This is an optimization exercise on Yosys and OpenROAD, whose aim is a short achievable clock period, not a production implementation.
Where RTL was checked, it was by simulation tests only, not by an equivalence proof against the original.
No functional check of the RTL was part of runs 1 to 5.
No activity file was given, so power comes from the tool's default toggle rates.

[flow/design.v]
package bp_pkg;
   typedef enum logic [1:0] {
      STRONG_NT = 2'b00,
      WEAK_NT   = 2'b01,
      WEAK_T    = 2'b10,
      STRONG_T  = 2'b11
   } counter_t;
   localparam logic [31:0] STAT_MAX = 32'hFFFF_FFFF;
   function automatic counter_t sat_next(counter_t c, logic taken);
      counter_t n;
      n = c;
      case (c)
         bp_pkg::STRONG_NT: n = taken ? bp_pkg::WEAK_NT  : bp_pkg::STRONG_NT;
         bp_pkg::WEAK_NT:   n = taken ? bp_pkg::WEAK_T   : bp_pkg::STRONG_NT;
         bp_pkg::WEAK_T:    n = taken ? bp_pkg::STRONG_T : bp_pkg::WEAK_NT;
         bp_pkg::STRONG_T:  n = taken ? bp_pkg::STRONG_T : bp_pkg::WEAK_T;
         default:   n = bp_pkg::STRONG_NT;
      endcase
      sat_next = n;
   endfunction
endpackage
module bp_xnor2 (input logic a, b, output logic y);
   assign y = ~(a ^ b);
endmodule
module bp_nand4 (input logic a, b, c, d, output logic y);
   assign y = ~(a & b & c & d);
endmodule
module bp_nand3 (input logic a, b, c, output logic y);
   assign y = ~(a & b & c);
endmodule
module bp_nor4 (input logic a, b, c, d, output logic y);
   assign y = ~(a | b | c | d);
endmodule
module bp_nor3 (input logic a, b, c, output logic y);
   assign y = ~(a | b | c);
endmodule
module bp_a22oi (input logic a1, a2, b1, b2, output logic y);
   assign y = ~((a1 & a2) | (b1 & b2));
endmodule
module bp_or2 (input logic a, b, output logic y);
   assign y = a | b;
endmodule
module bp_o21a (input logic a1, a2, b, output logic y);
   assign y = (a1 | a2) & b;
endmodule
module br_predictor_btb
#(
   parameter  int ENTRIES = 16,
   parameter  int HIST_W  = 4,
   localparam int IDX_W   = $clog2(ENTRIES)
) (
   input  logic              CLK,
   input  logic              nRST,
   input  logic [31:0]       lookup_pc,
   output logic              hit,
   output logic              predict,
   output logic [31:0]       pred_target,
   output logic [HIST_W-1:0] pred_hist,
   input  logic              pc_en,
   input  logic              upd_valid,
   input  logic [31:0]       upd_pc,
   input  logic              upd_taken,
   input  logic [31:0]       upd_target,
   input  logic              upd_pred,
   input  logic [HIST_W-1:0] upd_hist,
   output logic [31:0]       br_count,
   output logic [31:0]       mispred_count
);
   localparam int TAG_W = 32 - IDX_W - 2;    
   localparam int NGRP  = (TAG_W + 1 + 3) / 4;   
   logic [ENTRIES-1:0] valid;
   logic [TAG_W-1:0]   tags    [ENTRIES];
   logic [31:0]        targets [ENTRIES];
   logic [1:0]         ctr     [ENTRIES];
   logic [IDX_W-1:0]   l_idx, u_idx;
   logic [TAG_W-1:0]   l_tag, u_tag;
   logic               upd;
   assign l_idx = lookup_pc[IDX_W+1:2];
   assign l_tag = lookup_pc[31:IDX_W+2];
   assign u_idx = upd_pc[IDX_W+1:2];
   assign u_tag = upd_pc[31:IDX_W+2];
   assign upd = upd_valid & pc_en;
   logic [ENTRIES-1:0] l_en;       
   logic [ENTRIES-1:0] l_a, l_b;   
   logic [ENTRIES/2-1:0] l_pair_n;  
   logic               h0, h1;
   always_comb begin
      for (int i = 0; i < ENTRIES; i++)
         l_en[i] = valid[i] && (l_idx == IDX_W'(i));
   end
   for (genvar i = 0; i < ENTRIES; i++) begin : g_lk
      logic [4*NGRP-1:0] e;       
      logic [NGRP-1:0]   n;
      for (genvar k = 0; k < TAG_W; k++) begin : g_x
         bp_xnor2 u_x (.a(l_tag[k]), .b(tags[i][k]), .y(e[k]));
      end
      assign e[TAG_W] = l_en[i];
      for (genvar g = 0; g < NGRP; g++) begin : g_n
         if (4*g + 3 <= TAG_W)
            bp_nand4 u_n (.a(e[4*g]), .b(e[4*g+1]), .c(e[4*g+2]), .d(e[4*g+3]), .y(n[g]));
         else
            bp_nand3 u_n (.a(e[4*g]), .b(e[4*g+1]), .c(e[4*g+2]), .y(n[g]));
      end
      bp_nor4 u_a (.a(n[0]), .b(n[1]), .c(n[2]), .d(n[3]), .y(l_a[i]));
      bp_nor3 u_b (.a(n[4]), .b(n[5]), .c(n[6]), .y(l_b[i]));
   end
   for (genvar p = 0; p < ENTRIES/2; p++) begin : g_pr
      bp_a22oi u_p (.a1(l_a[2*p]), .a2(l_b[2*p]), .b1(l_a[2*p+1]), .b2(l_b[2*p+1]),
                    .y(l_pair_n[p]));
   end
   bp_nand4 u_h0 (.a(l_pair_n[0]), .b(l_pair_n[1]), .c(l_pair_n[2]), .d(l_pair_n[3]), .y(h0));
   bp_nand4 u_h1 (.a(l_pair_n[4]), .b(l_pair_n[5]), .c(l_pair_n[6]), .d(l_pair_n[7]), .y(h1));
   logic [31:0] l_tgt;
   logic [1:0]  l_ctr;
   assign l_tgt = targets[l_idx];
   assign l_ctr = ctr[l_idx];
   bp_or2  u_hitg  (.a(h0), .b(h1), .y(hit));
   bp_o21a u_pred (.a1(h0), .a2(h1), .b(l_ctr[1]), .y(predict));
   for (genvar b = 0; b < 32; b++) begin : g_tg
      bp_o21a u_t (.a1(h0), .a2(h1), .b(l_tgt[b]), .y(pred_target[b]));
   end
   assign pred_hist = '0;
   logic [ENTRIES-1:0] u_sel, u_hit, u_alloc, u_tgt_we;
   always_comb begin
      for (int i = 0; i < ENTRIES; i++) begin
         u_sel[i]    = upd && (u_idx == IDX_W'(i));
         u_hit[i]    = valid[i] && (tags[i] == u_tag);
         u_alloc[i]  = u_sel[i] & ~u_hit[i];
         u_tgt_we[i] = u_sel[i] & (~u_hit[i] | upd_taken);
      end
   end
   always_ff @(posedge CLK or negedge nRST) begin
      if (!nRST) valid <= '0;
      else       valid <= valid | u_alloc;
   end
   always_ff @(posedge CLK) begin
      for (int i = 0; i < ENTRIES; i++) begin
         if (u_alloc[i])  tags[i]    <= u_tag;
         if (u_tgt_we[i]) targets[i] <= upd_target;
         if (u_sel[i]) begin
            if (!u_hit[i]) ctr[i] <= upd_taken ? bp_pkg::WEAK_T : bp_pkg::WEAK_NT;
            else           ctr[i] <= bp_pkg::sat_next(bp_pkg::counter_t'(ctr[i]), upd_taken);
         end
      end
   end
   logic unused_bits;
   assign unused_bits = ^{lookup_pc[1:0], upd_pc[1:0], upd_hist};
   always_ff @(posedge CLK or negedge nRST) begin
      if (!nRST) begin
         br_count      <= '0;
         mispred_count <= '0;
      end else if (upd) begin
         if (br_count != bp_pkg::STAT_MAX) br_count <= br_count + 32'd1;
         if ((upd_pred != upd_taken) && (mispred_count != bp_pkg::STAT_MAX))
            mispred_count <= mispred_count + 32'd1;
      end
   end
endmodule
[flow/run.sh]
#!/bin/bash
# synth_recipe.tcl (not shown) runs the flow's synth.tcl, then flattens the netlist and writes it again
# the make line also repeats each setting of config.mk as NAME=value (left out here)
make -C /OpenROAD-flow-scripts/flow DESIGN_CONFIG=/design/flow/config.mk WORK_HOME=/design/flow/orfs CLKGATE_MAP_FILE= SYNTH_SCRIPT=/design/flow/synth_recipe.tcl finish
[flow/config.mk]
export PLATFORM = sky130hd
export DESIGN_NAME = br_predictor_btb
export DESIGN_NICKNAME = br_predictor_btb
export VERILOG_FILES = /design/flow/design.v
export SDC_FILE = /design/flow/constraint.sdc
export NUM_CORES = 4
export LEC_CHECK = 0
export CAP_MARGIN = 20
export CORE_MARGIN = 2
export CORE_UTILIZATION = 40
export SETUP_SLACK_MARGIN = 2.0
export SLEW_MARGIN = 20
export SYNTH_HIERARCHICAL = 1
[flow/constraint.sdc]
create_clock -name core_clock -period 7.0 [get_ports {CLK}]
set_input_delay 1.4000 -clock core_clock [delete_from_list [all_inputs] [get_ports {CLK}]]
set_output_delay 1.4000 -clock core_clock [all_outputs]
set_load 0.01 [all_outputs]
==> results of run 1 <==
[sequential cells by signal, indices dropped and copies added (netlist names)]
signal and flops:
targets 512, tags 416, br_count 32, ctr 32, mispred_count 32, valid 16
[layout make-up]
| cell class | instances | area (um^2) | share of cell area |
|---|---|---|---|
| Clock inverter | 78 | 795 | 0.0139 |
| Sequential cell | 1040 | 30800 | 0.539 |
| Antenna cell | 4 | 10.0 | 0.000175 |
| Multi-Input combinational cell | 2064 | 16100 | 0.282 |
| Timing Repair Buffer | 434 | 4660 | 0.0814 |
| Clock buffer | 124 | 2760 | 0.0483 |
| Tap cell | 1536 | 1920 | 0.0336 |
| Inverter | 25 | 93.8 | 0.00164 |
[per-stage QoR]
step	cell area [um^2]	setup WS, ps	total power, uW
floorplan	47400	1900	7680
global route	57200	1850	14500
finish	57200	1920	14100
detailed placement	51800	577	8280
global placement	51700	598	8270
CTS	56900	1950	14200
[repair_timing]
| item | in CTS | in global routing |
|---|---|---|
| hold endpoints to repair | 0 | 0 |
| gates cloned | 21 | 5 |
| setup buffers | 48 | 11 |
| resized for setup | 382 | 58 |
| pin swaps | 35 | 35 |
| hold buffers | 0 | 0 |
| endpoints found under the setup margin | 34 | 34 |
[worst reg2reg max path, cell delays in order, from the launching register on]
cell      delay (ps)
edfxtp_1         440
xor2_1           170
nor4_1           560
nand4_1          280
or3_1            490
o21a_2           490
buf_4            400
[per-module statistics from Yosys (local to each module, per instance)]
module	copies in the design	cell area, um^2	cells
bp_or2	1	6.26	1
bp_nor4	16	12.5	1
br_predictor_btb	1	42200	2663
bp_xnor2	416	8.76	1
bp_nand4	98	6.26	1
bp_a22oi	8	12.5	1
bp_o21a	33	7.51	1
bp_nor3	16	10.0	1
bp_nand3	16	5.00	1
[worst min-delay path by stage]
stage	start	slack, ps	to
2_1_floorplan	valid[10]$_DFF_PN0_	440	valid[10]$_DFF_PN0_
3_3_place_gp	valid[2]$_DFF_PN0_	470	valid[2]$_DFF_PN0_
3_5_place_dp	valid[2]$_DFF_PN0_	470	valid[2]$_DFF_PN0_
4_1_cts	valid[2]$_DFF_PN0_	480	valid[2]$_DFF_PN0_
5_1_grt	valid[9]$_DFF_PN0_	500	valid[9]$_DFF_PN0_
6_report	valid[2]$_DFF_PN0_	490	valid[2]$_DFF_PN0_
[power groups by stage]
stage / clock network (uW) / logic, uW / registers, uW
after floorplan: 0 / 554 / 7120
after global placement: 0 / 1140 / 7140
after detailed placement: 0 / 1140 / 7140
after CTS: 5890 / 1250 / 7010
after global routing: 6130 / 1340 / 7020
final: 5850 / 1280 / 7010
[synth_stat cells (47+ instances only)]
cell type,instances,share of area
dfrtp_1,80,0.042
nor3_1,47,0.0050
nand2_1,76,0.0060
a22oi_1,124,0.020
nand4_1,238,0.032
nand3_1,92,0.0098
clkbuf_1,100,0.0079
nor2_1,98,0.0078
xor2_1,76,0.014
xnor2_1,815,0.15
edfxtp_1,960,0.61
o21a_1,50,0.0079
[logic make-up after synthesis]
| kind of cell | after synthesis |
|---|---|
| fa+ha+maj | 2 |
| simple gates | 712 |
| compound gates | 442 |
| flops | 1040 |
| buf+inv | 166 |
| xor+xnor | 891 |
| other cells | 1 |
| mux | 13 |
[metal layers]
metal / vias to the layer above / global-route usage / share of wire
met5: - / 0 / 0.00023
met4: 6 / 0.0855 / 0.031
met3: 272 / 0.0472 / 0.098
met2: 1740 / 0.404 / 0.44
met1: 16200 / 0.386 / 0.43
li1: 13300 / - / -
==> results.py, run 1 <==
metrics = {
    "placement": {
        "io_buffers": 195,
        "dp_cells": 5014,
        "gp_congestion": 0.862,
        "post-dp-hpwl_mm": 96.8,
    },
    "timing": {
        "drv_slew": 0,
        "fmax_ghz": 0.197,
        "rsz0062_at_grt": "true",
        "relSlewSlack": 0.252,
        "final.period_utilization": 0.726,
        "holdWs_ps": 488,
        "setup_viol": 0,
        "skew_ps": 44.6,
        "hold_viol_final": 0,
        "tns_ps": 0,
        "fin_crit_ps": 5080,
        "worst_slew_pin_slew_ps": 1120,
    },
    "power_and_ir_drop": {
        "p_clk_frac": 0.413,
        "swShare": 0.242,
        "p_seq_frac": 0.496,
        "peakVddDrop_mv": 0.213,
        "power_frac_comb": 0.091,
        "p_sw_uw": 3420,
        "p_leak_uw": 0.0185,
        "internal-power_uw": 10700,
        "p_per_area_mw_per_mm2": 247,
    },
    "cells_and_area": {
        "fin_cells": 5305,
        "final_cell_mix": "edfxtp_1, xnor2_1, nand4_1",
        "syn2layout_area_growth_pct": 21.2,
        "num-fill-cells": 10200,
        "nets": 3780,
        "drive_gt1_frac": 0.159,
        "final_common_cell": "edfxtp_1",
        "final_util": 0.486,
    },
    "detailed_routing": {
        "ant_nets": 0,
        "drt_wl_total_mm": 164,
        "viasPerCell": 5.95,
        "drtIter0Drc": 4580,
        "via_count": 31500,
        "drc": 0,
        "dr.pass1.iters": 6,
        "wire_per_inst_um": 31.0,
    },
    "grt": {
        "antenna_found_initial": 8,
        "grt_pass1_vias": 30400,
        "grt_max_degree": 57,
        "grt-ovfl-total": 0,
        "grt_util_all_layers": 0.266,
        "grt_pass1_wl_mm": 228,
    },
    "worst_setup_path": {
        "crit_arrival_ps": 3680,
        "critPathCapture": "pred_target[3]",
        "worstReg2RegStart": "tags[2][4]$_DFFE_PP_",
        "cp_num_buf_inv": 7,
        "cp.required_ps": 5600,
        "slowest_stage": "nor4_4",
        "slowest_delay_ps": 360,
        "path_delay_family": "buffers and inverters",
        "cp-start-kind": "primary input",
        "worst-r2r-setup-slack_ps": 3890,
        "cp_max_fo": 8,
        "end_kind": "output port",
        "cp-startpoint": "lookup_pc[8]",
        "critPathKind": "primary input to output port",
        "reg2reg_depth": 6,
        "crit_cells": 13,
        "cp_cell_sequence": "buf_2, buf_6, xnor2_1, nand4_1, nor4_4, a22oi_2, nand4_1, buf_12, buf_12, buf_8, buf_16, o21a_1, buf_2",
        "r2r-end": "targets[2][24]$_DFFE_PP_",
    },
    "floorplanning": {
        "die_w_um": 348,
        "core_mm2": 0.118,
        "start_util": 0.401,
        "die_area_mm2": 0.121,
        "std_cell_rows": 126,
        "pin_count": 208,
        "dieHeight_um": 348,
    },
    "cts": {
        "htreeDepth": 3,
        "cts_inserted_buffers": 107,
        "clock_latency_ps": 730,
        "cts_tree": "yes",
        "clk_path_buf_depth": 3,
        "cts_root_buf": "clkbuf_16",
        "cts_sinks": 1040,
        "cts.clk_slew.worst_paths_ps": 60,
    },
    "status": {
        "outcome": "no timing/DRC/antenna violations",
    },
    "yosys": {
        "synth_top_family_by_area": "XOR/XNOR gates",
        "synthDistinctLibCells": 71,
        "synth_xor_area_frac": 0.165,
        "synth-simple-area-share": 0.0874,
        "synth_fa_ha_area_frac": 0.000530,
        "ys_warn_count": 13,
        "synth_top_flop_cell": "edfxtp_1",
        "syn_avg_cell_area_um2": 14.5,
        "syn-cell-area_mm2": 0.0472,
        "yosysSeqAreaShare": 0.653,
        "synth-compound-area-share": 0.0761,
        "synthCells": 3267,
        "synth_seq_cells": 1040,
        "synthArstFlopShare": 0.0769,
        "synth_mux_area_frac": 0.00323,
        "synth_edf_count": 960,
    },
    "job": {
        "maxCapViolCount": 0,
    },
    "min_path": {
        "min-delay-path-class": "register to register",
        "hold_depth": 1,
    },
}
==> inputs of run 2 (changes only) <==
--- a/flow/config.mk
+++ b/flow/config.mk
@@ -10,4 +10,5 @@
 export CORE_UTILIZATION = 40
-export SETUP_SLACK_MARGIN = 2.0
+export SETUP_SLACK_MARGIN = 3.5
 export SLEW_MARGIN = 20
 export SYNTH_HIERARCHICAL = 1
+export TNS_END_PERCENT = 10
==> run 2 against run 1 <==
  * Worst setup slack worse by 13 ps
  * Critical path type unchanged
  * First-iteration DRC count down 9.5%
  * Sequential cell count unchanged
  * Still clean
  * Critical path depth rose by 1
  * Total power increased by 1.0%
  * Worst hold slack worse by 3.7 ps
  * Sequential share of layout area decreased by 0.74 points
==> results.py, run 2 <==
metrics = {
    "status": {
        "outcome": "no timing/DRC/antenna violations",
    },
    "cts": {
        "cts.clk_slew.worst_paths_ps": 60,
        "cts_tree": "yes",
        "clk_path_buf_depth": 3,
        "cts_root_buf": "clkbuf_16",
        "cts-hold-fix-buffers": 0,
        "htreeDepth": 3,
        "clock_latency_ps": 750,
        "cts_inserted_buffers": 112,
        "cts_sinks": 1040,
    },
    "grt": {
        "grt_pass1_wl_mm": 228,
        "grtUsageMet2": 0.417,
        "grtUsageMet1": 0.374,
        "antenna_found_initial": 9,
        "grt-ovfl-total": 0,
        "grt_max_degree": 51,
        "grt_util_all_layers": 0.265,
        "globalRoute.busiestLayer": "met2",
        "grt_use_met3": 0.0453,
        "grt_pass1_vias": 30500,
    },
    "power_and_ir_drop": {
        "internal-power_uw": 10800,
        "power_uw": 14300,
        "p_clk_frac": 0.417,
        "p_seq_frac": 0.491,
        "p_per_area_mw_per_mm2": 246,
        "p_leak_uw": 0.0189,
        "swShare": 0.241,
        "power_frac_comb": 0.092,
        "peakVddDrop_mv": 0.189,
        "p_sw_uw": 3440,
    },
    "yosys": {
        "synthDistinctLibCells": 71,
        "syn-cell-area_mm2": 0.0472,
        "synth_edf_count": 960,
        "synth_seq_cells": 1040,
        "syn_avg_cell_area_um2": 14.5,
        "synth_top_cell_area_share": 0.611,
        "synthArstFlopShare": 0.0769,
        "synthCells": 3267,
        "synth.area.top_cells": "edfxtp_1, xnor2_1, dfrtp_1",
        "synth_commonest_cells": "edfxtp_1, xnor2_1, nand4_1",
        "ys_warn_count": 13,
        "synth_largest_area_cell": "edfxtp_1",
        "synth_top_flop_cell": "edfxtp_1",
        "yosysSeqAreaShare": 0.653,
        "synth.most_common_cell": "edfxtp_1",
    },
    "cells_and_area": {
        "largest_register": "targets",
        "syn2layout_area_growth_pct": 22.9,
        "nets": 3805,
        "reg.largest.list": "targets (512), tags (416)",
        "fin_cells": 5333,
        "largest_reg_flops": 512,
        "final_cell_mix": "edfxtp_1, xnor2_1, nand4_1",
        "final_common_cell": "edfxtp_1",
        "num-fill-cells": 9993,
        "drive_gt1_frac": 0.176,
        "stdcell_area_mm2": 0.0580,
    },
    "worst_setup_path": {
        "worstReg2RegStart": "tags[10][11]$_DFFE_PP_",
        "slowest_stage": "nor4_4",
        "cp_common_cell": "buf_12",
        "cp_max_fo": 8,
        "crit_arrival_ps": 3690,
        "critPathKind": "primary input to output port",
        "worst-r2r-setup-slack_ps": 4210,
        "cp_cell_sequence": "buf_2, buf_12, buf_12, xnor2_1, nand4_1, nor4_4, a22oi_2, nand4_1, buf_6, buf_6, buf_12, buf_16, o21a_1, clkbuf_2",
        "cp.required_ps": 5600,
        "cp_num_buf_inv": 8,
        "slowest_delay_ps": 320,
        "cp-startpoint": "lookup_pc[15]",
        "cp-start-kind": "primary input",
        "path_delay_family": "buffers and inverters",
        "end_kind": "output port",
    },
    "timing": {
        "hold_viol_final": 0,
        "setup_viol": 0,
        "fin_ws_ps": 1910,
        "fin_crit_ps": 5090,
        "final.period_utilization": 0.728,
        "relSlewSlack": 0.235,
        "tns_ps": 0,
        "drv_slew": 0,
        "fmax_ghz": 0.196,
        "skew_ps": 62.3,
        "worst_slew_pin_slew_ps": 1150,
        "rsz0062_at_grt": "true",
    },
    "floorplanning": {
        "core_mm2": 0.118,
        "std_cell_rows": 126,
        "die_w_um": 348,
        "dieHeight_um": 348,
        "die_area_mm2": 0.121,
        "start_util": 0.401,
        "pin_count": 208,
    },
    "detailed_routing": {
        "dr.pass1.iters": 5,
        "drc": 0,
        "viasPerCell": 5.90,
        "drt_wl_total_mm": 164,
        "drtIter0Drc": 4143,
        "wire_per_inst_um": 30.7,
        "via_count": 31500,
        "ant_nets": 0,
    },
    "placement": {
        "dp_cells": 4991,
        "gp_congestion": 0.858,
        "postPlaceCellArea_mm2": 0.0516,
        "post-dp-hpwl_mm": 93.2,
        "dpl_worst_slack_ps": 755,
        "io_buffers": 195,
    },
    "min_path": {
        "min_from": "valid[14]$_DFF_PN0_",
        "min-delay-path-class": "register to register",
    },
    "job": {
        "maxCapViolCount": 0,
    },
}
==> run 2: modules after synthesis, one instance, submodules excluded <==
module	cell area, um^2	times used	cells	flip-flops and latches
bp_a22oi	12.5	8	1	0
bp_nand3	5.00	16	1	0
bp_nand4	6.26	98	1	0
bp_nor3	10.0	16	1	0
bp_nor4	12.5	16	1	0
bp_o21a	7.51	33	1	0
bp_or2	6.26	1	1	0
bp_xnor2	8.76	416	1	0
br_predictor_btb	42200	1	2663	1040
==> run 2: worst register-to-register path, cell delays in order (launching register included) <==
cell,delay [ps]
edfxtp_1,410
xor2_1,180
nor3_1,760
nand3_1,440
o21a_2,320
buf_4,330
==> run 2: per-layer routing <==
metal | up-vias | wire, um
met5 | - | 44
met4 | 6 | 5250
met3 | 256 | 15200
met2 | 1661 | 75000
met1 | 16200 | 68300
li1 | 13400 | -
==> run 2: cell type report <==
type,instances,area (um^2),share of cell area
sequential,1040,30800,0.531
multi-input combinational,2065,16400,0.283
timing repair buffer,453,5050,0.0870
clock buffer,139,2960,0.0509
tap,1536,1920,0.0331
clock inverter,72,736,0.0127
inverter,25,97.6,0.00168
antenna,3,7.51,0.000129
==> run 2: final timing paths <==
kind,end,depth (start not counted)
min in group asynchronous,mispred_count[5]$_DFFE_PN0P_,1
hold / removal,valid[14]$_DFF_PN0_,1
hold reg to reg,valid[14]$_DFF_PN0_,1
setup reg to reg,targets[10][7]$_DFFE_PP_,5
max in group asynchronous,valid[10]$_DFF_PN0_,2
setup / recovery,pred_target[12],14
==> run 2: metrics by stage <==
stage                      util  hold slack, ps
final                     0.493             484
after global routing      0.493             507
after CTS                 0.490             483
after detailed placement  0.439             470
after global placement    0.439             469
after floorplan               -             441
==> run 2: power by group through the flow <==
| stage | Combinational [uW] | Clock (uW) | Sequential [uW] |
|---|---|---|---|
| final | 1310 | 5960 | 7010 |
| after global routing | 1370 | 6280 | 7030 |
| after CTS | 1270 | 6030 | 7010 |
| after detailed placement | 1130 | 0 | 7140 |
| after global placement | 1120 | 0 | 7140 |
| after floorplan | 554 | 0 | 7120 |
==> run 2: what timing repair did <==
action                                  in CTS  in global routing
buffers inserted                            83                 19
endpoints found under the setup margin     822                862
pin swaps                                   21                 31
gates cloned                                20                  6
resized for setup                          284                164
==> run 2: cell families after synthesis <==
kind of cell | Yosys count | synth area share
compound gates | 442 | 0.0761
xor+xnor | 891 | 0.165
fa+ha+maj | 2 | 0.000530
buf+inv | 166 | 0.0144
flops | 1040 | 0.653
mux | 13 | 0.00323
other cells | 1 | 0.0000794
simple gates | 712 | 0.0874
==> inputs of run 3 (changes only) <==
--- a/flow/design.v
+++ b/flow/design.v
@@ -84,4 +84,2 @@
    logic [ENTRIES-1:0] l_a, l_b;   
-   logic [ENTRIES/2-1:0] l_pair_n;  
-   logic               h0, h1;
    always_comb begin
@@ -106,8 +104,13 @@
    end
-   for (genvar p = 0; p < ENTRIES/2; p++) begin : g_pr
-      bp_a22oi u_p (.a1(l_a[2*p]), .a2(l_b[2*p]), .b1(l_a[2*p+1]), .b2(l_b[2*p+1]),
-                    .y(l_pair_n[p]));
+   localparam int NCOPY = 4;
+   logic [NCOPY-1:0] h0, h1;
+   for (genvar c = 0; c < NCOPY; c++) begin : g_cp
+      logic [ENTRIES/2-1:0] pair_n;   
+      for (genvar p = 0; p < ENTRIES/2; p++) begin : g_pr
+         bp_a22oi u_p (.a1(l_a[2*p]), .a2(l_b[2*p]), .b1(l_a[2*p+1]), .b2(l_b[2*p+1]),
+                       .y(pair_n[p]));
+      end
+      bp_nand4 u_h0 (.a(pair_n[0]), .b(pair_n[1]), .c(pair_n[2]), .d(pair_n[3]), .y(h0[c]));
+      bp_nand4 u_h1 (.a(pair_n[4]), .b(pair_n[5]), .c(pair_n[6]), .d(pair_n[7]), .y(h1[c]));
    end
-   bp_nand4 u_h0 (.a(l_pair_n[0]), .b(l_pair_n[1]), .c(l_pair_n[2]), .d(l_pair_n[3]), .y(h0));
-   bp_nand4 u_h1 (.a(l_pair_n[4]), .b(l_pair_n[5]), .c(l_pair_n[6]), .d(l_pair_n[7]), .y(h1));
    logic [31:0] l_tgt;
@@ -116,6 +119,6 @@
    assign l_ctr = ctr[l_idx];
-   bp_or2  u_hitg  (.a(h0), .b(h1), .y(hit));
-   bp_o21a u_pred (.a1(h0), .a2(h1), .b(l_ctr[1]), .y(predict));
+   bp_or2  u_hitg (.a(h0[0]), .b(h1[0]), .y(hit));
+   bp_o21a u_pred (.a1(h0[NCOPY-1]), .a2(h1[NCOPY-1]), .b(l_ctr[1]), .y(predict));
    for (genvar b = 0; b < 32; b++) begin : g_tg
-      bp_o21a u_t (.a1(h0), .a2(h1), .b(l_tgt[b]), .y(pred_target[b]));
+      bp_o21a u_t (.a1(h0[b/(32/NCOPY)]), .a2(h1[b/(32/NCOPY)]), .b(l_tgt[b]), .y(pred_target[b]));
    end
==> run 3 against run 2 <==
  * Sequential share of layout area is 1.1 points lower
  * Largest cell class unchanged
  * Design area up 2.1%
  * Critical path type unchanged
  * Sequential power is essentially flat
  * Via count rose by 2.8%
  * Routed wire length rose by 3.1%
  * Largest power group unchanged
  * Sequential cell count unchanged
  * Final cell count increased by 1.4%
==> results.py, run 3 <==
metrics = {
    "detailed_routing": {
        "ant_nets": 0,
        "dr.pass1.iters": 6,
        "viasPerCell": 5.98,
        "drtIter0Drc": 4289,
        "wire_per_inst_um": 31.2,
        "drt_wl_total_mm": 169,
        "via_count": 32400,
        "drc": 0,
    },
    "cells_and_area": {
        "final_common_cell": "edfxtp_1",
        "largest_reg_flops": 512,
        "nets": 3886,
        "syn2layout_area_growth_pct": 24.5,
        "reg.largest.list": "targets (512), tags (416)",
        "largest_register": "targets",
        "final_util": 0.502,
        "num-fill-cells": 10000,
        "final_cell_mix": "edfxtp_1, xnor2_1, nand4_1",
        "drive_gt1_frac": 0.198,
    },
    "yosys": {
        "synth_largest_area_cell": "edfxtp_1",
        "synth_commonest_cells": "edfxtp_1, xnor2_1, nand4_1",
        "synth_top_cell_area_share": 0.606,
        "synth.most_common_cell": "edfxtp_1",
        "synth_top_flop_cell": "edfxtp_1",
        "yosysSeqAreaShare": 0.648,
        "synthDistinctLibCells": 71,
        "syn_avg_cell_area_um2": 14.4,
        "ys_warn_count": 13,
        "syn-cell-area_mm2": 0.0476,
        "synth.area.top_cells": "edfxtp_1, xnor2_1, dfrtp_1",
        "synth_edf_count": 960,
        "synth_seq_cells": 1040,
        "synthArstFlopShare": 0.0769,
        "synthCells": 3297,
    },
    "cts": {
        "cts-hold-fix-buffers": 0,
        "cts_sinks": 1040,
        "cts.clk_slew.worst_paths_ps": 60,
        "cts_tree": "yes",
        "cts_inserted_buffers": 108,
        "clk_path_buf_depth": 3,
        "clock_latency_ps": 730,
        "htreeDepth": 3,
        "cts_root_buf": "clkbuf_16",
    },
    "worst_setup_path": {
        "end_kind": "output port",
        "crit_arrival_ps": 3630,
        "cp_cell_sequence": "buf_6, buf_12, buf_12, buf_12, buf_4, xnor2_1, nand4_1, nor4_2, buf_4, a22oi_2, nand4_1, buf_6, buf_12, buf_6, o21a_1, buf_2",
        "cp_common_cell": "buf_12",
        "slowest_stage": "nand4_1",
        "cp_max_fo": 4,
        "slowest_delay_ps": 210,
        "cp-start-kind": "primary input",
        "critPathKind": "primary input to output port",
        "path_delay_family": "buffers and inverters",
        "worst-r2r-setup-slack_ps": 4230,
        "cp_num_buf_inv": 10,
        "cp.required_ps": 5600,
    },
    "grt": {
        "grt_pass1_vias": 31100,
        "antenna_found_initial": 7,
        "grt_max_degree": 49,
        "grt_util_all_layers": 0.272,
        "grt_pass1_wl_mm": 234,
        "grt-ovfl-total": 0,
    },
    "timing": {
        "fmax_ghz": 0.199,
        "setup_viol": 0,
        "tns_ps": 0,
        "hold_viol_final": 0,
        "rsz0062_at_grt": "true",
        "drv_slew": 0,
        "skew_ps": 48.4,
        "relSlewSlack": 0.266,
        "fin_crit_ps": 5030,
        "fin_ws_ps": 1970,
        "worst_slew_pin_slew_ps": 1100,
        "final.period_utilization": 0.718,
    },
    "job": {
        "maxCapViolCount": 0,
    },
    "placement": {
        "post-dp-hpwl_mm": 95.3,
        "io_buffers": 195,
        "gp_congestion": 0.864,
        "dpl_worst_slack_ps": 712,
    },
    "floorplanning": {
        "core_mm2": 0.118,
        "start_util": 0.403,
        "pin_count": 208,
        "die_w_um": 349,
        "die_area_mm2": 0.122,
        "dieHeight_um": 349,
        "std_cell_rows": 126,
    },
    "min_path": {
        "min-delay-path-class": "register to register",
    },
    "power_and_ir_drop": {
        "p_leak_uw": 0.0194,
        "peakVddDrop_mv": 0.195,
        "p_per_area_mw_per_mm2": 240,
    },
    "status": {
        "outcome": "no timing/DRC/antenna violations",
    },
}
-- run 3: cell count changes after synthesis, sizes merged --
cell	previous run	this run
a22oi	132	156
nand4	239	245
-- run 3: modules after synthesis, one instance, submodules excluded --
module            times used  flip-flops and latches  cells
br_predictor_btb           1                    1040   2663
bp_a22oi                  32                       0      1
bp_nor4                   16                       0      1
bp_nor3                   16                       0      1
bp_xnor2                 416                       0      1
bp_o21a                   33                       0      1
bp_nand4                 104                       0      1
bp_or2                     1                       0      1
bp_nand3                  16                       0      1
-- run 3: logic make-up (layout without fill, tap and decap cells) --
| group | count (synthesis) | after routing | share of synthesized area |
|---|---|---|---|
| flip-flops | 1040 | 1040 | 0.648 |
| adder cells (fa/ha/maj) | 2 | 2 | 0.000526 |
| other | 1 | 5 | 0.0000789 |
| buffers and inverters | 166 | 736 | 0.0143 |
| multiplexers | 13 | 13 | 0.00321 |
| AND/OR/NAND/NOR | 718 | 718 | 0.0876 |
| XOR/XNOR | 891 | 891 | 0.164 |
| AO/OA/AOI/OAI | 466 | 468 | 0.0819 |
-- run 3: cell type report --
cell class                 count  area [um^2]  share of cell area
clock inverter                75          774              0.0131
antenna                        1         2.50           0.0000423
clock buffer                 129         2840              0.0480
tap                         1536         1920              0.0325
multi-input combinational   2096        16900               0.286
inverter                      25         95.1             0.00161
sequential                  1040        30800               0.521
timing repair buffer         507         5830              0.0984
-- run 3: per-stage QoR --
| stage | hold WS (ps) | total power (uW) | area (um^2) | std cells |
|---|---|---|---|---|
| after floorplan | 441 | 7680 | 47800 | 3300 |
| after global placement | 466 | 8250 | 52100 | 5020 |
| after detailed placement | 473 | 8260 | 52100 | 5022 |
| after CTS | 489 | 14200 | 58800 | 5395 |
| after global routing | 505 | 14600 | 59200 | 5408 |
| final | 491 | 14200 | 59200 | 5409 |
-- run 3: path summary, 6_finish.rpt --
check	from	end	cells past startpoint
max in group asynchronous	nRST	valid[2]$_DFF_PN0_	2
min in group asynchronous	nRST	mispred_count[6]$_DFFE_PN0P_	1
worst max register to register	tags[12][10]$_DFFE_PP_	targets[12][14]$_DFFE_PP_	6
worst min-delay path	valid[6]$_DFF_PN0_	valid[6]$_DFF_PN0_	1
worst min register to register	valid[6]$_DFF_PN0_	valid[6]$_DFF_PN0_	1
worst max-delay path	lookup_pc[17]	pred_target[12]	16
-- run 3: power by group --
part	internal, uW	switching [uW]	total [uW]
Sequential	6910	105	7010
Combinational	567	779	1350
Clock	3320	2550	5870
-- run 3: timing repair --
item,in CTS,in global routing
resized for setup,512,72
setup buffers,142,12
pin swaps,99,52
endpoints found under the setup margin,781,870
cloned,27,1
-- run 3: routing by layer --
metal | GRT usage | routed length [um]
met1 | 0.389 | 70900
met2 | 0.415 | 74800
met3 | 0.0523 | 17300
met4 | 0.0934 | 5850
met5 | 0 | 44
==> inputs of run 4 (changes only) <==
==> flow/flow/run.sh (new file) <==
#!/bin/bash
# The standard layout, with the lookup's pins grouped on one stretch of the
# top edge (flow/io.tcl, read by ORFS's floorplan step through IO_CONSTRAINTS).
set -euo pipefail
cd "$(dirname "$0")/.."
bash standard.sh "IO_CONSTRAINTS=$PWD/flow/io.tcl" finish > standard.log 2>&1
==> flow/flow/io.tcl (new file) <==
# Put the lookup's inputs and outputs together on one stretch of the top edge,
# so the combinational lookup path (lookup_pc -> hit/predict/pred_target) is short.
set_io_pin_constraint -region top:80-270 -pin_names {lookup_pc[2] lookup_pc[3] lookup_pc[4] lookup_pc[5] lookup_pc[6] lookup_pc[7] lookup_pc[8] lookup_pc[9] lookup_pc[10] lookup_pc[11] lookup_pc[12] lookup_pc[13] lookup_pc[14] lookup_pc[15] lookup_pc[16] lookup_pc[17] lookup_pc[18] lookup_pc[19] lookup_pc[20] lookup_pc[21] lookup_pc[22] lookup_pc[23] lookup_pc[24] lookup_pc[25] lookup_pc[26] lookup_pc[27] lookup_pc[28] lookup_pc[29] lookup_pc[30] lookup_pc[31] pred_target[0] pred_target[1] pred_target[2] pred_target[3] pred_target[4] pred_target[5] pred_target[6] pred_target[7] pred_target[8] pred_target[9] pred_target[10] pred_target[11] pred_target[12] pred_target[13] pred_target[14] pred_target[15] pred_target[16] pred_target[17] pred_target[18] pred_target[19] pred_target[20] pred_target[21] pred_target[22] pred_target[23] pred_target[24] pred_target[25] pred_target[26] pred_target[27] pred_target[28] pred_target[29] pred_target[30] pred_target[31] hit predict}
==> flow/standard.sh (new file) <==
#!/bin/bash
# synth_recipe.tcl (not shown) runs the flow's synth.tcl, then flattens the netlist and writes it again
# the make line also repeats each setting of config.mk as NAME=value (left out here)
make -C /OpenROAD-flow-scripts/flow DESIGN_CONFIG=/design/flow/config.mk WORK_HOME=/design/flow/orfs CLKGATE_MAP_FILE= SYNTH_SCRIPT=/design/flow/synth_recipe.tcl "${@:-finish}"
removed: flow/run.sh
==> run 4 against run 3 <==
  * Sequential share of layout area grew 0.93 points
  * Non-clock buffer count is 34 lower
  * Combinational power decreased by 6%
  * Sequential cell count stayed put
  * Worst setup slack got worse by 33 ps
  * Via count decreased by 0.77%
  * Largest power group unchanged
==> results.py, run 4 <==
metrics = {
    "cells_and_area": {
        "final_common_cell": "edfxtp_1",
        "nets": 3857,
        "num-fill-cells": 10100,
        "reg.largest.list": "targets (512), tags (416)",
        "multi_input_area_mm2": 0.0169,
        "syn2layout_area_growth_pct": 22.3,
        "regArea_mm2": 0.0308,
        "final_cell_mix": "edfxtp_1, xnor2_1, nand4_1",
        "largest_reg_flops": 512,
        "largest_register": "targets",
        "drive_gt1_frac": 0.184,
    },
    "grt": {
        "grt_pass1_wl_mm": 238,
        "grt_max_degree": 55,
        "grt_pass1_vias": 31100,
        "antenna_found_initial": 8,
        "grt_util_all_layers": 0.276,
        "grt-ovfl-total": 0,
    },
    "worst_setup_path": {
        "worstReg2RegStart": "tags[8][19]$_DFFE_PP_",
        "slowest_delay_ps": 250,
        "cp_cell_sequence": "buf_16, buf_4, nor4b_4, buf_6, and2_4, nand3_4, nor3_4, buf_6, a22oi_2, nand4_1, buf_6, buf_6, buf_6, buf_6, o21a_1, buf_2",
        "cp-start-kind": "primary input",
        "worst-r2r-setup-slack_ps": 4180,
        "end_kind": "output port",
        "reg2reg_depth": 5,
        "cp.required_ps": 5600,
        "cp_max_fo": 11,
        "cp_num_buf_inv": 9,
        "path_delay_family": "buffers and inverters",
        "crit_arrival_ps": 3660,
        "cp_common_cell": "buf_6",
        "slowest_stage": "nor4b_4",
        "critPathKind": "primary input to output port",
        "r2r-end": "targets[8][7]$_DFFE_PP_",
    },
    "placement": {
        "post-dp-hpwl_mm": 103,
        "gp_congestion": 0.862,
        "dpl_worst_slack_ps": 945,
        "io_buffers": 195,
    },
    "timing": {
        "hold_viol_final": 0,
        "final.period_utilization": 0.723,
        "drv_slew": 0,
        "skew_ps": 68.6,
        "tns_ps": 0,
        "fin_ws_ps": 1940,
        "relSlewSlack": 0.265,
        "setup_viol": 0,
        "fin_crit_ps": 5060,
        "worst_slew_pin_slew_ps": 1100,
        "rsz0062_at_grt": "true",
        "fmax_ghz": 0.198,
    },
    "detailed_routing": {
        "wire_per_inst_um": 31.6,
        "drtIter0Drc": 4366,
        "viasPerCell": 5.96,
        "drt_wl_total_mm": 170,
        "ant_nets": 0,
        "dr.pass1.iters": 6,
        "via_count": 32100,
        "drc": 0,
    },
    "yosys": {
        "syn-cell-area_mm2": 0.0476,
        "synth_top_cell_area_share": 0.606,
        "synth_top_flop_cell": "edfxtp_1",
        "synthDistinctLibCells": 71,
        "synth.area.top_cells": "edfxtp_1, xnor2_1, dfrtp_1",
        "synth_largest_area_cell": "edfxtp_1",
        "ys_warn_count": 13,
        "synthArstFlopShare": 0.0769,
        "yosysSeqAreaShare": 0.648,
        "synth_commonest_cells": "edfxtp_1, xnor2_1, nand4_1",
        "syn_avg_cell_area_um2": 14.4,
        "synthCells": 3297,
        "synth_edf_count": 960,
        "synth_seq_cells": 1040,
        "synth.most_common_cell": "edfxtp_1",
    },
    "floorplanning": {
        "start_util": 0.403,
        "dieHeight_um": 349,
        "die_w_um": 349,
        "pin_count": 208,
        "std_cell_rows": 126,
        "die_area_mm2": 0.122,
        "core_mm2": 0.118,
    },
    "cts": {
        "cts_root_buf": "clkbuf_16",
        "cts_inserted_buffers": 112,
        "clk_path_buf_depth": 3,
        "cts_sinks": 1040,
        "cts.clk_slew.worst_paths_ps": 60,
        "cts-hold-fix-buffers": 0,
        "clock_latency_ps": 740,
        "htreeDepth": 3,
        "cts_tree": "yes",
    },
    "min_path": {
        "hold_depth": 1,
        "min-delay-path-class": "register to register",
        "hold_end": "br_count[14]$_DFFE_PN0P_",
        "min_from": "br_count[14]$_DFFE_PN0P_",
    },
    "status": {
        "outcome": "no timing/DRC/antenna violations",
    },
    "power_and_ir_drop": {
        "p_leak_uw": 0.0190,
        "peakVddDrop_mv": 0.245,
        "p_per_area_mw_per_mm2": 246,
    },
    "job": {
        "maxCapViolCount": 0,
    },
}
## run 4: area by class of cell
class                   instances  area share
well taps                    1536      0.0330
multi-input cells            2097       0.290
clock inverters                56      0.0112
diodes                          3    0.000129
repair buffers                473      0.0814
inverters                      25     0.00161
flip-flops and latches       1040       0.530
clock buffers                 154      0.0532
## run 4: worst max-delay path by stage
stage | end | startpoint | depth (start not counted) | slack [ps]
final | pred_target[10] | lookup_pc[2] | 16 | 1940
after floorplan | pred_target[24] | lookup_pc[3] | 9 | 2360
after global placement | predict | lookup_pc[7] | 10 | 970
after global routing | pred_target[10] | lookup_pc[2] | 16 | 1890
after detailed placement | pred_target[10] | lookup_pc[7] | 10 | 950
after CTS | pred_target[5] | lookup_pc[4] | 12 | 1800
## run 4: what timing repair did
action                     CTS  global route
gates resized for setup    337            97
gates cloned                13             1
buffers inserted            95            31
pin swaps                   64            46
setup endpoints to repair  739           764
## run 4: modules after synthesis, one instance, submodules excluded, a selection
module    cells  flip-flops and latches
bp_a22oi      1                       0
bp_nor4       1                       0
bp_nor3       1                       0
bp_o21a       1                       0
bp_nand4      1                       0
bp_or2        1                       0
bp_nand3      1                       0
## run 4: cell families after synthesis
family | share of synthesized area
other | 0.0000789
buffers and inverters | 0.0143
XOR/XNOR | 0.164
multiplexers | 0.00321
flip-flops | 0.648
AO/OA/AOI/OAI | 0.0819
AND/OR/NAND/NOR | 0.0876
adder cells (fa/ha/maj) | 0.000526
## run 4: layer usage
metal | track usage | vias to the layer above | part of all wire
li1 | - | 13600 | -
met1 | 0.378 | 16400 | 0.40
met2 | 0.428 | 1722 | 0.45
met3 | 0.0481 | 360 | 0.092
met4 | 0.128 | 8 | 0.051
met5 | 0 | - | 0.00032
## run 4: per-stage QoR
step / util / instances / hold slack, ps / cell area [um^2] / total power (uW)
global route: 0.493 / 5384 / 516 / 58200 / 14700
CTS: 0.490 / 5349 / 485 / 57800 / 14300
global placement: 0.440 / 5031 / 471 / 51900 / 8280
detailed placement: 0.440 / 5031 / 470 / 51900 / 8290
floorplan: - / 3300 / 441 / 47800 / 7680
finish: 0.493 / 5384 / 494 / 58200 / 14300
## run 4: report_power, final
| part | switching, uW | internal (uW) | total (uW) |
|---|---|---|---|
| combinational | 769 | 502 | 1270 |
| sequential | 106 | 6910 | 7010 |
| clock | 2570 | 3440 | 6020 |
| total | 3450 | 10900 | 14300 |
==> inputs of run 5 (changes only) <==
==> flow/flow/io.tcl (replaced) <==
# Put the lookup's inputs and outputs together on one stretch of the top edge,
# so the combinational lookup path (lookup_pc -> hit/predict/pred_target) is short.
set_io_pin_constraint -region top:60-230 -pin_names {lookup_pc[2] lookup_pc[3] lookup_pc[4] lookup_pc[5] lookup_pc[6] lookup_pc[7] lookup_pc[8] lookup_pc[9] lookup_pc[10] lookup_pc[11] lookup_pc[12] lookup_pc[13] lookup_pc[14] lookup_pc[15] lookup_pc[16] lookup_pc[17] lookup_pc[18] lookup_pc[19] lookup_pc[20] lookup_pc[21] lookup_pc[22] lookup_pc[23] lookup_pc[24] lookup_pc[25] lookup_pc[26] lookup_pc[27] lookup_pc[28] lookup_pc[29] lookup_pc[30] lookup_pc[31] pred_target[0] pred_target[1] pred_target[2] pred_target[3] pred_target[4] pred_target[5] pred_target[6] pred_target[7] pred_target[8] pred_target[9] pred_target[10] pred_target[11] pred_target[12] pred_target[13] pred_target[14] pred_target[15] pred_target[16] pred_target[17] pred_target[18] pred_target[19] pred_target[20] pred_target[21] pred_target[22] pred_target[23] pred_target[24] pred_target[25] pred_target[26] pred_target[27] pred_target[28] pred_target[29] pred_target[30] pred_target[31] hit predict}
--- a/flow/config.mk
+++ b/flow/config.mk
@@ -9,3 +9,3 @@
 export CORE_MARGIN = 2
-export CORE_UTILIZATION = 40
+export CORE_UTILIZATION = 55
 export SETUP_SLACK_MARGIN = 3.5
==> run 5 against run 4 <==
  * Non-clock buffer count down 40
  * Critical path depth unchanged
  * First-iteration DRC count up 13%
  * Worst setup slack worse by 44 ps
  * Via count up 2.3%
  * Clock skew down 35 ps
  * Die area down 27%
  * Critical endpoint is now pred_target[0]
==> results.py, run 5 <==
metrics = {
    "status": {
        "outcome": "no timing/DRC/antenna violations",
    },
    "cells_and_area": {
        "final_common_cell": "edfxtp_1",
        "final_util": 0.673,
        "largest_register": "targets",
        "reg.largest.list": "targets (512), tags (416)",
        "multi_input_area_mm2": 0.0167,
        "drive_gt1_frac": 0.176,
        "syn2layout_area_growth_pct": 20.9,
        "final_cell_mix": "edfxtp_1, xnor2_1, nand4_1",
        "regArea_mm2": 0.0308,
        "num-fill-cells": 6085,
        "nets": 3816,
        "largest_reg_flops": 512,
    },
    "yosys": {
        "synth_top_flop_cell": "edfxtp_1",
        "syn_avg_cell_area_um2": 14.4,
        "synth_fa_ha_area_frac": 0.000526,
        "synth_mux_area_frac": 0.00321,
        "synth_top_cell_area_share": 0.606,
        "synth-compound-area-share": 0.0819,
        "synth.area.top_cells": "edfxtp_1, xnor2_1, dfrtp_1",
        "synthArstFlopShare": 0.0769,
        "synth.most_common_cell": "edfxtp_1",
        "synth_edf_count": 960,
        "synth_xor_area_frac": 0.164,
        "synth_top_family_by_area": "XOR/XNOR gates",
        "synth_commonest_cells": "edfxtp_1, xnor2_1, nand4_1",
        "yosysSeqAreaShare": 0.648,
        "synth_largest_area_cell": "edfxtp_1",
        "ys_warn_count": 13,
        "synthDistinctLibCells": 71,
        "synth_seq_cells": 1040,
        "syn-cell-area_mm2": 0.0476,
        "synth-simple-area-share": 0.0876,
        "synthCells": 3297,
    },
    "power_and_ir_drop": {
        "power_uw": 14600,
        "p_per_area_mw_per_mm2": 254,
        "peakVddDrop_mv": 0.204,
        "p_leak_uw": 0.0188,
    },
    "timing": {
        "drv_slew": 0,
        "fmax_ghz": 0.196,
        "skew_ps": 33.6,
        "final.period_utilization": 0.729,
        "rsz0062_at_grt": "true",
        "relSlewSlack": 0.337,
        "hold_viol_final": 0,
        "fin_crit_ps": 5110,
        "worst_slew_pin_slew_ps": 994,
        "setup_viol": 0,
        "tns_ps": 0,
    },
    "job": {
        "maxCapViolCount": 0,
    },
    "grt": {
        "grt_max_degree": 51,
        "antenna_found_initial": 14,
        "grt_pass1_wl_mm": 233,
        "grt_util_all_layers": 0.371,
        "grt-ovfl-total": 0,
        "grt_pass1_vias": 31900,
    },
    "cts": {
        "clock_latency_ps": 700,
        "cts_sinks": 1040,
        "cts_root_buf": "clkbuf_16",
        "htreeDepth": 3,
        "cts-hold-fix-buffers": 0,
        "cts_inserted_buffers": 110,
        "clk_path_buf_depth": 3,
        "cts_tree": "yes",
        "cts.clk_slew.worst_paths_ps": 70,
    },
    "floorplanning": {
        "dieHeight_um": 298,
        "std_cell_rows": 107,
        "die_area_mm2": 0.0888,
        "start_util": 0.557,
        "die_w_um": 298,
        "pin_count": 208,
        "core_mm2": 0.0854,
    },
    "worst_setup_path": {
        "cp-start-kind": "primary input",
        "r2r-end": "targets[2][31]$_DFFE_PP_",
        "cp_common_cell": "buf_12",
        "cp.required_ps": 5600,
        "slowest_delay_ps": 360,
        "worstReg2RegStart": "tags[2][14]$_DFFE_PP_",
        "cp_cell_sequence": "buf_16, buf_12, nor4bb_4, buf_6, and2_4, nand3_4, nor3_4, buf_4, a22oi_2, nand4_1, buf_12, buf_12, buf_8, buf_6, o21a_1, buf_2",
        "end_kind": "output port",
        "cp_max_fo": 5,
        "reg2reg_depth": 6,
        "critPathKind": "primary input to output port",
        "slowest_stage": "nor4bb_4",
        "worst-r2r-setup-slack_ps": 4170,
        "crit_arrival_ps": 3710,
    },
    "min_path": {
        "hold_depth": 1,
        "min_from": "valid[6]$_DFF_PN0_",
        "hold_end": "valid[6]$_DFF_PN0_",
        "min-delay-path-class": "register to register",
    },
    "placement": {
        "io_buffers": 195,
        "post-dp-hpwl_mm": 99.5,
        "gp_congestion": 0.917,
    },
    "detailed_routing": {
        "via_count": 32800,
        "ant_nets": 0,
        "drc": 0,
        "dr.pass1.iters": 6,
        "drt_wl_total_mm": 167,
        "wire_per_inst_um": 33.6,
        "drtIter0Drc": 4932,
        "viasPerCell": 6.62,
    },
}
[run 5: cell counts after synthesis]
No cell type changed its count.
[run 5: critical path, delay by kind of cell]
| family | cells | cell delay (ps) |
|---|---|---|
| and+or+nand+nor | 5 | 930 |
| buffers and inverters | 9 | 1220 |
| AOI/OAI and AO/OA | 2 | 140 |
[run 5: routing by layer]
layer  up-vias  wire (um)  GRT usage
met5         -         23          0
met4         4       8770      0.189
met3       387      19700     0.0854
met2      2284      75200      0.561
met1     16600      63300      0.506
li1      13500          -          -
[run 5: worst max path at each step]
stage / from / depth (start not counted) / endpoint / slack (ps)
2_1_floorplan: lookup_pc[3] / 9 / pred_target[24] / 2360
3_3_place_gp: lookup_pc[2] / 10 / pred_target[1] / 900
3_5_place_dp: lookup_pc[2] / 10 / pred_target[7] / 840
4_1_cts: lookup_pc[3] / 12 / pred_target[29] / 1660
5_1_grt: lookup_pc[3] / 16 / pred_target[0] / 1830
6_report: lookup_pc[5] / 16 / pred_target[0] / 1890
[run 5: logic make-up (layout without fill, tap and decap cells)]
family / count (synthesis) / in the layout
simple gates: 718 / 718
mux: 13 / 13
xor+xnor: 891 / 891
other cells: 1 / 19
buf+inv: 166 / 668
fa+ha+maj: 2 / 2
compound gates: 466 / 470
flops: 1040 / 1040
[run 5: metrics by stage]
| step | instance area (um^2) | hold WS [ps] | setup slack, ps | cells |
|---|---|---|---|---|
| after CTS | 57100 | 489 | 1660 | 4927 |
| after global placement | 51200 | 471 | 904 | 4615 |
| after global routing | 57500 | 513 | 1830 | 4961 |
| final | 57500 | 491 | 1890 | 4965 |
| after detailed placement | 51300 | 470 | 842 | 4616 |
| after floorplan | 47800 | 441 | 2360 | 3300 |
[run 5: report_power, final]
part	switching [uW]	total, uW	internal (uW)
clock network	2540	6330	3790
registers	109	7020	6910
logic	760	1250	491
total	3410	14600	11200
[run 5: final cells by class]
| cell class | count | share of cell area |
|---|---|---|
| timing repair buffer | 433 | 0.0766 |
| clock buffer | 136 | 0.0515 |
| tap | 1144 | 0.0249 |
| multi-input combinational | 2098 | 0.291 |
| clock inverter | 74 | 0.0170 |
| antenna | 15 | 0.000653 |
| inverter | 25 | 0.00163 |
| sequential | 1040 | 0.536 |
[run 5: modules after synthesis, one instance, submodules excluded, a selection]
module	copies in the design	cells inside	flip-flops and latches	cell area [um^2]
bp_nand3	16	1	0	5.00
bp_nand4	104	1	0	6.26
bp_nor3	16	1	0	10.0
bp_nor4	16	1	0	12.5
bp_or2	1	1	0	6.26
bp_xnor2	416	1	0	8.76
br_predictor_btb	1	2663	1040	42200
[run 5: what timing repair did]
item,CTS,global route
pin swaps,66,37
cloned,14,2
endpoints found under the setup margin,958,760
resized for setup,311,104
buffers inserted,87,21
==> inputs of run 6 (changes only) <==
--- a/flow/design.v
+++ b/flow/design.v
@@ -45,2 +45,11 @@
 endmodule
+module bp_dec2 (input logic [1:0] a, output logic [3:0] y);
+   assign y[0] = ~a[1] & ~a[0];
+   assign y[1] = ~a[1] &  a[0];
+   assign y[2] =  a[1] & ~a[0];
+   assign y[3] =  a[1] &  a[0];
+endmodule
+module bp_and2 (input logic a, b, output logic y);
+   assign y = a & b;
+endmodule
 module br_predictor_btb
@@ -69,3 +78,3 @@
    localparam int TAG_W = 32 - IDX_W - 2;    
-   localparam int NGRP  = (TAG_W + 1 + 3) / 4;   
+   localparam int NGRP  = (TAG_W + 2 + 3) / 4;   
    logic [ENTRIES-1:0] valid;
@@ -82,8 +91,7 @@
    assign upd = upd_valid & pc_en;
-   logic [ENTRIES-1:0] l_en;       
+   logic [3:0]         l_dlo, l_dhi;
+   logic [ENTRIES-1:0] l_vd;
    logic [ENTRIES-1:0] l_a, l_b;   
-   always_comb begin
-      for (int i = 0; i < ENTRIES; i++)
-         l_en[i] = valid[i] && (l_idx == IDX_W'(i));
-   end
+   bp_dec2 u_dlo (.a(l_idx[1:0]), .y(l_dlo));
+   bp_dec2 u_dhi (.a(l_idx[3:2]), .y(l_dhi));
    for (genvar i = 0; i < ENTRIES; i++) begin : g_lk
@@ -94,8 +102,7 @@
       end
-      assign e[TAG_W] = l_en[i];
+      bp_and2 u_vd (.a(valid[i]), .b(l_dlo[i%4]), .y(l_vd[i]));
+      assign e[TAG_W]   = l_vd[i];
+      assign e[TAG_W+1] = l_dhi[i/4];
       for (genvar g = 0; g < NGRP; g++) begin : g_n
-         if (4*g + 3 <= TAG_W)
-            bp_nand4 u_n (.a(e[4*g]), .b(e[4*g+1]), .c(e[4*g+2]), .d(e[4*g+3]), .y(n[g]));
-         else
-            bp_nand3 u_n (.a(e[4*g]), .b(e[4*g+1]), .c(e[4*g+2]), .y(n[g]));
+         bp_nand4 u_n (.a(e[4*g]), .b(e[4*g+1]), .c(e[4*g+2]), .d(e[4*g+3]), .y(n[g]));
       end
==> flow/flow/io.tcl (replaced) <==
# Put the lookup's inputs and outputs together on one stretch of the top edge,
# so the combinational lookup path (lookup_pc -> hit/predict/pred_target) is short.
set_io_pin_constraint -region top:115-235 -pin_names {lookup_pc[2] lookup_pc[3] lookup_pc[4] lookup_pc[5] lookup_pc[6] lookup_pc[7] lookup_pc[8] lookup_pc[9] lookup_pc[10] lookup_pc[11] lookup_pc[12] lookup_pc[13] lookup_pc[14] lookup_pc[15] lookup_pc[16] lookup_pc[17] lookup_pc[18] lookup_pc[19] lookup_pc[20] lookup_pc[21] lookup_pc[22] lookup_pc[23] lookup_pc[24] lookup_pc[25] lookup_pc[26] lookup_pc[27] lookup_pc[28] lookup_pc[29] lookup_pc[30] lookup_pc[31] pred_target[0] pred_target[1] pred_target[2] pred_target[3] pred_target[4] pred_target[5] pred_target[6] pred_target[7] pred_target[8] pred_target[9] pred_target[10] pred_target[11] pred_target[12] pred_target[13] pred_target[14] pred_target[15] pred_target[16] pred_target[17] pred_target[18] pred_target[19] pred_target[20] pred_target[21] pred_target[22] pred_target[23] pred_target[24] pred_target[25] pred_target[26] pred_target[27] pred_target[28] pred_target[29] pred_target[30] pred_target[31] hit predict}
--- a/flow/config.mk
+++ b/flow/config.mk
@@ -9,3 +9,3 @@
 export CORE_MARGIN = 2
-export CORE_UTILIZATION = 55
+export CORE_UTILIZATION = 40
 export SETUP_SLACK_MARGIN = 3.5
==> run 6 against run 5 <==
  * Routed wire length rose by 2.2%
  * Worst setup slack improved by 140 ps
  * Still clean
  * Die area is 38% higher
  * Count of clock-buffer cells in the layout increased by 2
  * Total power decreased by 2.4%
  * Clock skew up 11 ps
  * First-iteration DRC count fell by 15%
  * Critical path depth is 1 lower
  * Final cell count increased by 8.3%
==> results.py, run 6 <==
metrics = {
    "status": {
        "outcome": "no timing/DRC/antenna violations",
    },
    "power_and_ir_drop": {
        "peakVddDrop_mv": 0.198,
        "p_per_area_mw_per_mm2": 243,
        "p_leak_uw": 0.0194,
    },
    "timing": {
        "rsz0062_at_grt": "true",
        "skew_ps": 45.0,
        "setup_viol": 0,
        "hold_viol_final": 0,
        "relSlewSlack": 0.377,
        "final.period_utilization": 0.710,
        "drv_slew": 0,
        "fin_crit_ps": 4970,
        "holdWs_ps": 482,
        "tns_ps": 0,
        "worst_slew_pin_slew_ps": 924,
        "fmax_ghz": 0.201,
    },
    "cells_and_area": {
        "largest_register": "targets",
        "final_common_cell": "edfxtp_1",
        "drive_gt1_frac": 0.190,
        "final_cell_mix": "edfxtp_1, xnor2_1, nand4_1",
        "final_util": 0.497,
        "nets": 3852,
        "syn2layout_area_growth_pct": 22.8,
        "largest_reg_flops": 512,
        "reg.largest.list": "targets (512), tags (416)",
    },
    "floorplanning": {
        "die_w_um": 350,
        "pin_count": 208,
        "start_util": 0.404,
        "core_mm2": 0.118,
        "die_area_mm2": 0.122,
        "std_cell_rows": 126,
        "dieHeight_um": 350,
    },
    "yosys": {
        "synth_seq_cells": 1040,
        "synth_edf_count": 960,
        "syn_avg_cell_area_um2": 14.5,
        "yosysSeqAreaShare": 0.645,
        "syn-cell-area_mm2": 0.0478,
        "synth.most_common_cell": "edfxtp_1",
        "synth_top_flop_cell": "edfxtp_1",
        "synthCells": 3297,
        "synthDistinctLibCells": 80,
        "synth_largest_area_cell": "edfxtp_1",
        "synthArstFlopShare": 0.0769,
        "synth_commonest_cells": "edfxtp_1, xnor2_1, nand4_1",
        "ys_warn_count": 13,
        "synth_top_cell_area_share": 0.603,
        "synth.area.top_cells": "edfxtp_1, xnor2_1, dfrtp_1",
    },
    "detailed_routing": {
        "via_count": 32300,
        "wire_per_inst_um": 31.8,
        "wl_met3_mm": 15.6,
        "drt_wl_total_mm": 171,
        "ant_nets": 0,
        "wl_met1_mm": 68.7,
        "top_layer_used": "met5",
        "dr.pass1.iters": 6,
        "drtIter0Drc": 4174,
        "dr_wl_met2_mm": 77.5,
        "drc": 0,
        "viasPerCell": 6.02,
    },
    "min_path": {
        "hold_depth": 1,
        "min_from": "valid[11]$_DFF_PN0_",
        "min-delay-path-class": "register to register",
        "hold_end": "valid[11]$_DFF_PN0_",
    },
    "placement": {
        "post-dp-hpwl_mm": 105,
        "io_buffers": 195,
        "gp_congestion": 0.917,
    },
    "grt": {
        "grt-ovfl-total": 0,
        "grt_pass1_wl_mm": 238,
        "grt_max_degree": 43,
        "grt_util_all_layers": 0.276,
        "grt_pass1_vias": 31400,
        "antenna_found_initial": 7,
    },
    "cts": {
        "htreeDepth": 3,
        "clock_latency_ps": 720,
        "cts_tree": "yes",
        "cts_sinks": 1040,
        "cts.clk_slew.worst_paths_ps": 60,
        "cts_root_buf": "clkbuf_16",
        "clk_path_buf_depth": 3,
        "cts_inserted_buffers": 110,
    },
    "worst_setup_path": {
        "cp.required_ps": 5600,
        "end_kind": "output port",
        "worstReg2RegStart": "tags[5][6]$_DFFE_PP_",
        "worst-r2r-setup-slack_ps": 4180,
        "critPathKind": "primary input to output port",
        "r2r-end": "targets[5][7]$_DFFE_PP_",
        "crit_arrival_ps": 3570,
        "cp-startpoint": "lookup_pc[6]",
        "cp_max_fo": 6,
        "cp-start-kind": "primary input",
        "reg2reg_depth": 6,
    },
    "job": {
        "maxCapViolCount": 0,
    },
}
run 6: area by class of cell:
class	count	area [um^2]
Timing Repair Buffer	465	5110
Sequential cell	1040	30800
Multi-Input combinational cell	2100	17100
Inverter	27	105
Fill cell	10100	59500
Tap cell	1536	1920
Antenna cell	3	7.51
Clock inverter	66	711
Clock buffer	138	2910
run 6: worst max-delay path, cell delays in order:
cell and delay (ps):
buf_2 130, buf_6 190, xnor2_1 140, nand4_1 180, nor4_4 290, buf_4 160
buf_4 120, a22oi_2 70, nand4_1 160, buf_6 180, buf_6 130, buf_6 90
buf_6 80, o21a_1 110, buf_2 130
run 6: through the flow:
| step | area, um^2 | std cells | worst slack, ps | power [uW] |
|---|---|---|---|---|
| floorplan | 48400 | 3300 | 2920 | 7710 |
| global placement | 52300 | 5039 | 837 | 8300 |
| detailed placement | 52400 | 5039 | 839 | 8310 |
| CTS | 58100 | 5339 | 1900 | 14300 |
| global route | 58700 | 5375 | 1970 | 14600 |
| finish | 58700 | 5375 | 2030 | 14300 |
run 6: worst max path at each step:
| stage | end | slack, ps | cells after the start |
|---|---|---|---|
| finish | pred_target[11] | 2030 | 15 |
| global route | pred_target[11] | 1970 | 16 |
| CTS | pred_target[30] | 1900 | 12 |
| detailed placement | pred_target[30] | 840 | 10 |
| global placement | pred_target[28] | 840 | 10 |
| floorplan | pred_target[23] | 2920 | 8 |
run 6: power breakdown:
part           switching [uW]  total (uW)  internal (uW)
Sequential               99.3        7010           6910
Clock                    2540        5910           3360
Combinational             790        1340            551
run 6: kinds of logic after synthesis:
| family | Yosys count | share of synthesized area |
|---|---|---|
| adder cells (fa/ha/maj) | 2 | 0.000523 |
| flip-flops | 1040 | 0.645 |
| AND/OR/NAND/NOR | 705 | 0.0886 |
| buffers and inverters | 162 | 0.0163 |
| AO/OA/AOI/OAI | 475 | 0.0815 |
| multiplexers | 21 | 0.00484 |
| XOR/XNOR | 891 | 0.163 |
| other | 1 | 0.0000784 |
run 6: modules after synthesis (local to each module, per instance):
| module | cells inside | copies in the design | flip-flops and latches | cell area (um^2) |
|---|---|---|---|---|
| bp_xnor2 | 1 | 416 | 0 | 8.76 |
| bp_o21a | 1 | 33 | 0 | 7.51 |
| bp_dec2 | 4 | 2 | 0 | 26.3 |
| bp_and2 | 1 | 16 | 0 | 6.26 |
| br_predictor_btb | 2639 | 1 | 1040 | 42200 |
| bp_nand4 | 1 | 120 | 0 | 6.26 |
| bp_nor4 | 1 | 16 | 0 | 12.5 |
| bp_nor3 | 1 | 16 | 0 | 10.0 |
| bp_or2 | 1 | 1 | 0 | 6.26 |
| bp_a22oi | 1 | 32 | 0 | 12.5 |
run 6: what timing repair did:
action                                  CTS  global route
pin swaps                                56            39
endpoints found under the setup margin  736           691
buffers inserted                         86            31
hold buffers                              0             0
gates cloned                             10             2
gates resized for setup                 336           125
run 6: routing by layer:
metal | up-vias | global-route usage
li1 | 13600 | -
met1 | 16600 | 0.380
met2 | 1790 | 0.425
met3 | 332 | 0.0425
met4 | 6 | 0.138
met5 | - | 0

port drivers added, routing unchanged:
In the flow no input, the clock included, has a driving cell. The finished layouts below were timed again as built, in two steps. Step 1: set_driving_cell puts a clkbuf_16 on CLK and a buf_2 on each other input, an assumption about the parent block. Step 2 times the ports against the registers' clock, not the clock port: input delays grow and output delays shrink by t, the midpoint of the rising clock arrivals with the driver on. a / b / c = ideal ports / drivers / drivers and shift; a / b = the first two.
| run | shift t [ns] | slack for setup (ns) | worst setup path at the end | latest minus earliest clock arrival (ns) | worst slew at a driven data input, ns |
|---|---|---|---|---|---|
| run 1 | 0.780 | 1.920 / 1.681 / 1.681 | input to output | 0.046 / 0.047 | 0.27 |
| run 2 | 0.799 | 1.907 / 1.735 / 1.735 | input to output | 0.063 / 0.063 | 0.28 |
| run 3 | 0.775 | 1.971 / 1.865 / 1.865 | input to output | 0.050 / 0.050 | 0.23 |
| run 4 | 0.777 | 1.938 / 1.692 / 1.692 | input to output | 0.071 / 0.071 | 0.32 |
| run 5 | 0.752 | 1.894 / 1.662 / 1.662 | input to output | 0.034 / 0.033 | 0.26 |
| run 6 | 0.774 | 2.030 / 1.841 / 1.841 | input to output | 0.045 / 0.045 | 0.28 |
After both steps setup and hold are still met in every run listed. The setup slack of run 4, which loses most, moves by -0.246 ns with the drivers and by -0.246 ns with both steps.
